What follows belongs to an exercise in optimizing a design on an open flow for small area, a short achievable clock period and few clock cycles per item; a production flow would make more cautious choices. At most, simulation tests tie the RTL to the original design; equivalence was not proved.

// hsl_to_rgb_converter
module hsl_to_rgb_converter (
	input  logic clk,
	input  logic arst_n,
	input  logic hsl_valid,
	output logic hsl_stall,
	input  hsl_pkg::hsl_t hsl,
	output logic rgb_valid,
	input  logic rgb_stall,
	output hsl_pkg::rgb_t rgb
);
Settings: LEC_CHECK=0, ABC_AREA=1, CAP_MARGIN=20, CORE_MARGIN=2, CORE_UTILIZATION=55, SETUP_SLACK_MARGIN=3.0, SLEW_MARGIN=20, SYNTH_HIERARCHICAL=1, SYNTH_MINIMUM_KEEP_SIZE=0; clock period 7.0 ns.
standard.sh (not shown) runs the stock make flow with config.mk's settings and CLKGATE_MAP_FILE= SYNTH_SCRIPT=/design/flow/synth_recipe.tcl, a recipe that flattens the netlist after the stock synthesis.
==> flow/flow/run.sh <==
#!/bin/bash
# Layout flow: the standard flow (standard.sh) unchanged, except that the
# port buffers that global placement inserts are buf_2 cells rather than the
# default choice. Its full output goes to standard.log in this folder.
cp standard.sh standard_sh.txt.log
export BUFFER_PORTS_ARGS="-buffer_cell sky130_fd_sc_hd__buf_2"
bash standard.sh > standard.log 2>&1
The baseline completed with no timing, DRC or antenna violations.
Testbench counts at the start, summed over its fixed seeds: cycles 16,032, items 16,000.
Rerun with:
Settings changed: ABC_AREA 1 to default, CORE_UTILIZATION 55 to 40.
- maximum frequency goes down by 0.49%
- area after synthesis goes down by 1.4%
- final cell count goes down by 5.1%
Rerun with:
Settings changed: SETUP_SLACK_MARGIN 3.0 to 3.4.
What happened:
- The new run finished clean
- die area stays the same
- sequential share of layout area fell by 1.6 points
- worst setup slack gets worse by 0.011 ns
- via count went up by 5.0%

---

hsl_to_rgb_converter, a different RTL version from the one above (not shown whole).
Size in the first run: roughly 63 I/O pins.
make LEC_CHECK=0 CAP_MARGIN=20 CORE_MARGIN=2 CORE_UTILIZATION=40 SETUP_SLACK_MARGIN=3.0 SLEW_MARGIN=20 SYNTH_HIERARCHICAL=1 SYNTH_MINIMUM_KEEP_SIZE=0 finish   # period 7.0 ns
run.sh (not shown) runs the stock make flow with config.mk's settings and CLKGATE_MAP_FILE= SYNTH_SCRIPT=/design/flow/synth_recipe.tcl, a recipe that flattens the netlist after the stock synthesis.
Stock flow here: none of the scripts above is used.
The baseline finished with timing, DRC and antenna clean.
Next try:
--- a/flow/config.mk
+++ b/flow/config.mk
@@ -6,4 +6,5 @@
 export NUM_CORES = 4
 export LEC_CHECK = 0
+export ABC_CLOCK_PERIOD_IN_PS = 2500
 export CAP_MARGIN = 20
 export CORE_MARGIN = 2
Synthesized area is unchanged.
Setup slack stays the same.
Non-clock buffer count stays the same.
Critical path depth is unchanged.
Utilization stays the same.
Die area is unchanged.
Count of clock-buffer cells in the layout stays the same.
First-iteration DRC count is unchanged.
Wire length stays the same.
No run of this note included a check of the RTL's function; only the layout flow was run.

---

Another version of the RTL of hsl_to_rgb_converter (not shown whole).
Size: about 190 flip-flops, roughly 63 I/O pins, about 17000 um^2 of cells after synthesis.
Settings: LEC_CHECK=0, CAP_MARGIN=20, CORE_MARGIN=2, CORE_UTILIZATION=40, SETUP_SLACK_MARGIN=3.0, SLEW_MARGIN=20, SYNTH_HIERARCHICAL=1, SYNTH_MINIMUM_KEEP_SIZE=0; clock period 7.0 ns.
standard.sh (not shown) runs the stock make flow with config.mk's settings and CLKGATE_MAP_FILE= SYNTH_SCRIPT=/design/flow/synth_recipe.tcl, a recipe that flattens the netlist after the stock synthesis.
Scripts as last shown in full above: flow/flow/run.sh
The first run ran to the end with no violations.
Testbench counts at the start, summed over its fixed seeds: cycles 16,032, items 16,000.
Next try:
==> flow/run.sh (new file) <==
#!/bin/bash
# synth_recipe.tcl (not shown) runs the flow's synth.tcl, then flattens the netlist and writes it again
# the make line also repeats each setting of config.mk as NAME=value (left out here)
make -C /OpenROAD-flow-scripts/flow DESIGN_CONFIG=/design/flow/config.mk WORK_HOME=/design/flow/orfs CLKGATE_MAP_FILE= SYNTH_SCRIPT=/design/flow/synth_recipe.tcl finish
removed: flow/flow/run.sh
removed: flow/standard.sh
=>
- register-to-register slack barely changes
- utilization is higher by 0.79 points
- wire length rises by 4.2%
- worst hold slack stays flat
- clock skew barely changes
Next try:
Settings changed: SETUP_SLACK_MARGIN 3.0 to 3.4.
Core utilization grows by 2.5 points.
Clock-buffer cell count is unchanged.
Non-clock buffer count increases by 64.
Fmax went up by a few percent.
Synthesized area is unchanged.
Routed wire length rose by a few percent.

---

job 554:
hsl_to_rgb_converter with an RTL version that a note above also has.
For scale: roughly 190 flip-flops, roughly 63 I/O pins, roughly 0.017 mm² of cells after synthesis.
clock: 7.0 ns
lec_check: 0
cap_margin: 20
core_margin: 2
core_utilization: 55
setup_slack_margin: 3.0
slew_margin: 20
synth_hierarchical: 1
synth_minimum_keep_size: 0
==> flow/flow/run.sh <==
#!/bin/bash
# Layout flow: the standard flow (standard.sh) unchanged, except that the
# port buffers that global placement inserts are buf_2 cells rather than the
# default choice. Its full output goes to standard.log in this folder.
cp standard.sh standard_sh.txt.log
export BUFFER_PORTS_ARGS="-buffer_cell sky130_fd_sc_hd__buf_2"
bash standard.sh > standard.log 2>&1
Testbench counts of job 554, summed over its fixed seeds: cycles 16,032, items 16,000.
For job 6515, these inputs were changed with respect to job 554:
Settings: CORE_UTILIZATION changed from 55 to 40.
==> flow/run.sh (new file) <==
#!/bin/bash
# synth_recipe.tcl (not shown) runs the flow's synth.tcl, then flattens the netlist and writes it again
# the make line also repeats each setting of config.mk as NAME=value (left out here)
make -C /OpenROAD-flow-scripts/flow DESIGN_CONFIG=/design/flow/config.mk WORK_HOME=/design/flow/orfs CLKGATE_MAP_FILE= SYNTH_SCRIPT=/design/flow/synth_recipe.tcl finish
removed: flow/flow/run.sh
removed: flow/standard.sh
Notes after the runs:
- Job 6515 has completed all stages; timing, DRC and antenna checks passed.
- Job 6515 vs. job 554: via count went down 81.
- Of job 554 and job 6515, the lower critical path depth belongs to job 6515.
Relative to job 6515, the following input files were edited for job 900:
Settings: putting ABC_AREA at 1 where nothing was set.
==> flow/flow/run.sh (new file) <==
#!/bin/bash
# Layout flow: the standard flow (standard.sh) unchanged, except that the
# port buffers that global placement inserts are buf_2 cells rather than the
# default choice. Its full output goes to standard.log in this folder.
cp standard.sh standard_sh.txt.log
export BUFFER_PORTS_ARGS="-buffer_cell sky130_fd_sc_hd__buf_2"
bash standard.sh > standard.log 2>&1
==> flow/standard.sh (new file) <==
#!/bin/bash
# synth_recipe.tcl (not shown) runs the flow's synth.tcl, then flattens the netlist and writes it again
# the make line also repeats each setting of config.mk as NAME=value (left out here)
make -C /OpenROAD-flow-scripts/flow DESIGN_CONFIG=/design/flow/config.mk WORK_HOME=/design/flow/orfs CLKGATE_MAP_FILE= SYNTH_SCRIPT=/design/flow/synth_recipe.tcl "${@:-finish}"
removed: flow/run.sh
==> run notes <==
Going from job 6515 to job 900, the floorplan die area was found to have gone up by about 1.4%. Per the comparison of job 900 with job 6515, setup TNS flat, hold slack down 0.013 ns. Sort job 6515 and job 900 by cell count after synthesis asc -> top: job 6515. Job 900 has more setup slack than job 6515. Delta (job 900 minus job 6515): number of gates resized after CTS dropped 25; overall routed net length climbed 5.8%; final standard cell count with taps included and fillers excluded climbed 11%; final area dropped about 2.3%.

---

Setup of garnet:
hsl_to_rgb_converter, a different RTL version from the one above (not shown whole).
For scale: ~1700 cells after synthesis, roughly 180 flip-flops, about 17000 um2 of cells after synthesis.
==> flow/design.v (excerpt) <==
module hsl_to_rgb_converter (
	input  logic clk,
	input  logic arst_n,
	input  logic hsl_valid,
	output logic hsl_stall,
	input  hsl_pkg::hsl_t hsl,
	output logic rgb_valid,
	input  logic rgb_stall,
	output hsl_pkg::rgb_t rgb
);
	logic v1, v2, v3, vo;
	logic adv;
	assign adv = !(vo && rgb_stall);
	always_ff @(posedge clk or negedge arst_n) begin
		if (!arst_n) begin
			v1 <= 1'b0;
			v2 <= 1'b0;
			v3 <= 1'b0;
			vo <= 1'b0;
		end else if (adv) begin
			v1 <= hsl_valid;
			v2 <= v1;
			v3 <= v2;
			vo <= v3;
		end
	end
	assign hsl_stall = !adv;
	assign rgb_valid = vo;
	logic [3:0] so1, st1, sn1;
	logic s41;
	logic [8:0] l1;
	logic gt1;
	logic [7:0] L1;
	logic [3:0] hb1;
	logic [7:0] hl1;
	logic [2:0] sec1;
	logic [15:0] P1;
	logic [11:0] G1;
	logic [15:0] P2;
	logic [8:0] l2;
	logic [2:0] sec2;
	logic [5:0] bo2, bt2, bn2;
	logic [65:0] r3;
	logic [2:0] sec3;
	logic [7:0] md, mx, mn;
	logic w0;
	logic w1;
	logic w2;
	logic w3;
	logic w4;
	logic w5;
	logic w6;
	logic w7;
	logic w8;
	logic w9;
	logic w10;
	logic w11;
	logic w12;
	logic w13;
	logic w14;
	logic w15;
	logic w16;
	logic w17;
	logic w18;
	logic w19;
	logic w20;
	logic w21;
	logic w22;
	logic w23;
	logic w24;
	logic w25;
	logic w26;
	logic w27;
	logic w28;
	logic w29;
	logic w30;
	logic w31;
	logic w32;
	logic w33;
	logic w34;
	logic w35;
	logic w36;
	logic w37;
	logic w38;
	logic w39;
	logic w40;
	logic w41;
	logic w42;
	logic w43;
	logic w44;
	logic w45;
	logic w46;
	logic w47;
	logic w48;
	logic w49;
	logic w50;
	logic w51;
	logic w52;
	logic w53;
	logic w54;
	logic w55;
	logic w56;
	logic w57;
	logic w58;
	logic w59;
	logic w60;
	logic w61;
	logic w62;
	logic w63;
	logic w64;
	logic w65;
	logic w66;
	logic w67;
	logic w68;
	logic w69;
	logic w70;
	logic w71;
	logic w72;
	logic w73;
	logic w74;
	logic w75;
	logic w76;
	logic w77;
	logic w78;
	logic w79;
	logic w80;
	logic w81;
	logic w82;
	logic w83;
	logic w84;
	logic w85;
	logic w86;
  ...
clock: 7.0 ns
lec_check: 0
abc_area: 1
cap_margin: 20
core_margin: 2
core_utilization: 40
setup_slack_margin: 3.6
slew_margin: 20
synth_hierarchical: 1
synth_minimum_keep_size: 0
==> flow/flow/run.sh <==
#!/bin/bash
# Layout flow: the standard flow (standard.sh) unchanged, except that the
# port buffers that global placement inserts are buf_2 cells rather than the
# default choice. Its full output goes to standard.log in this folder.
cp standard.sh standard_sh.txt.log
export BUFFER_PORTS_ARGS="-buffer_cell sky130_fd_sc_hd__buf_2"
bash standard.sh > standard.log 2>&1
garnet closes out successfully: all stages finished, all timing, DRC and antenna checks passed.
Testbench counts of garnet, summed over its fixed seeds: cycles 16,032, items 16,000.
Edits applied to the flow inputs when going from garnet to violet:
--- a/flow/config.mk
+++ b/flow/config.mk
@@ -11,3 +11,4 @@
 export CORE_UTILIZATION = 40
-export SETUP_SLACK_MARGIN = 3.6
+export CTS_BUF_LIST = sky130_fd_sc_hd__clkbuf_8
+export SETUP_SLACK_MARGIN = 3.5
 export SLEW_MARGIN = 20
==> run notes <==
| cell area | violet vs garnet | 2.2% lower |
Final-layout clock buffer total, garnet and violet, lower one = violet.
violet ended up with a lower wire length reported by the detailed router than garnet did.
Cmp garnet and violet / sequential share of layout area / higher: violet

---

hsl_to_rgb_converter again, from the RTL that the note above started with.
Settings: LEC_CHECK=0, CAP_MARGIN=20, CORE_MARGIN=2, CORE_UTILIZATION=40, SETUP_SLACK_MARGIN=3.0, SLEW_MARGIN=20, SYNTH_HIERARCHICAL=1, SYNTH_MINIMUM_KEEP_SIZE=0; clock period 7.0 ns.
Scripts as last shown in full above: flow/flow/run.sh
The baseline finished clean.
Testbench counts at the start, summed over its fixed seeds: cycles 16,032, items 16,000.
Next try:
Settings changed: ABC_AREA set to 1, SETUP_SLACK_MARGIN 3.0 to 3.25.
The changed run produced a clean layout.
First-iteration DRC count falls by 0.87%.
Sequential share of layout area increases by 1.4 points.
Wire length went down by 4.0%.
Final area decreases by 4.7%.
Count of clock-buffer cells in the layout stays the same.
Worst setup slack is better by 0.57 ns.
Global-route usage drops by 0.34 points.
Next try:
Settings changed: SETUP_SLACK_MARGIN 3.25 to 3.8.
Outcome: The new run completed with no timing, DRC or antenna violations; wire length came out higher by 10%; fmax grows by 6.4%; global-route usage goes up by 1.5 points; setup slack improves by 0.22 ns.
Next try:
Settings changed: SETUP_SLACK_MARGIN 3.8 to 3.5.
Outcome: The changed run completed with no timing, DRC or antenna violations. Worst setup slack degrades by 0.031 ns. Non-clock buffer count shrinks by 88. Routed wire length shrinks by a few percent.

-- port drivers added, routing unchanged --
The results above use ideal ports. As a check the final layouts listed here were re-extracted and re-timed, cells and wires unchanged. Step 1: set_driving_cell puts a clkbuf_16 on clk and a buf_2 on each other input, an assumption about the parent block. Step 2 also shifts input and output timing later by t, the mid clock arrival at the registers, as if the neighbouring blocks saw the same clock. a / b / c = ideal ports / drivers / drivers and shift; a / b = the first two.
| run | shift t [ns] | setup WS [ns] | worst setup path after step 2 |
|---|---|---|---|
| the first run of note 1 | 0.490 | 3.172 / 3.145 / 3.145 | input to output |
| the second run of note 1 | 0.498 | 3.153 / 3.153 / 3.153 | register to register |
| the third run of note 1 | 0.508 | 3.143 / 3.143 / 3.143 | register to register |
| the first run of note 2 | 0.513 | 2.880 / 2.880 / 2.880 | register to register |
| the second run of note 2 | 0.513 | 2.880 / 2.880 / 2.880 | register to register |
| the first run of note 3 | 0.497 | 3.139 / 3.139 / 3.139 | register to register |
| the second run of note 3 | 0.512 | 3.118 / 3.092 / 2.925 | input to register |
| the third run of note 3 | 0.508 | 3.324 / 3.324 / 3.064 | input to register |
| job 554 | 0.493 | 3.060 / 3.060 / 3.060 | register to register |
| job 6515 | 0.494 | 3.123 / 3.098 / 2.972 | input to register |
| job 900 | 0.518 | 3.195 / 3.175 / 3.175 | input to output |
| garnet | 0.487 | 3.591 / 3.591 / 3.591 | register to register |
| violet | 0.532 | 3.574 / 3.574 / 3.574 | register to register |
| the first run of note 6 | 0.499 | 2.812 / 2.812 / 2.812 | register to register |
| the second run of note 6 | 0.500 | 3.377 / 3.377 / 3.377 | register to register |
| the third run of note 6 | 0.493 | 3.595 / 3.595 / 3.595 | register to register |
| the fourth run of note 6 | 0.493 | 3.563 / 3.563 / 3.563 | register to register |
After both steps every run listed still meets setup and hold. The setup slack of the third run of note 3, which loses most, moves by 0.000 ns with the drivers and by -0.260 ns with both steps.
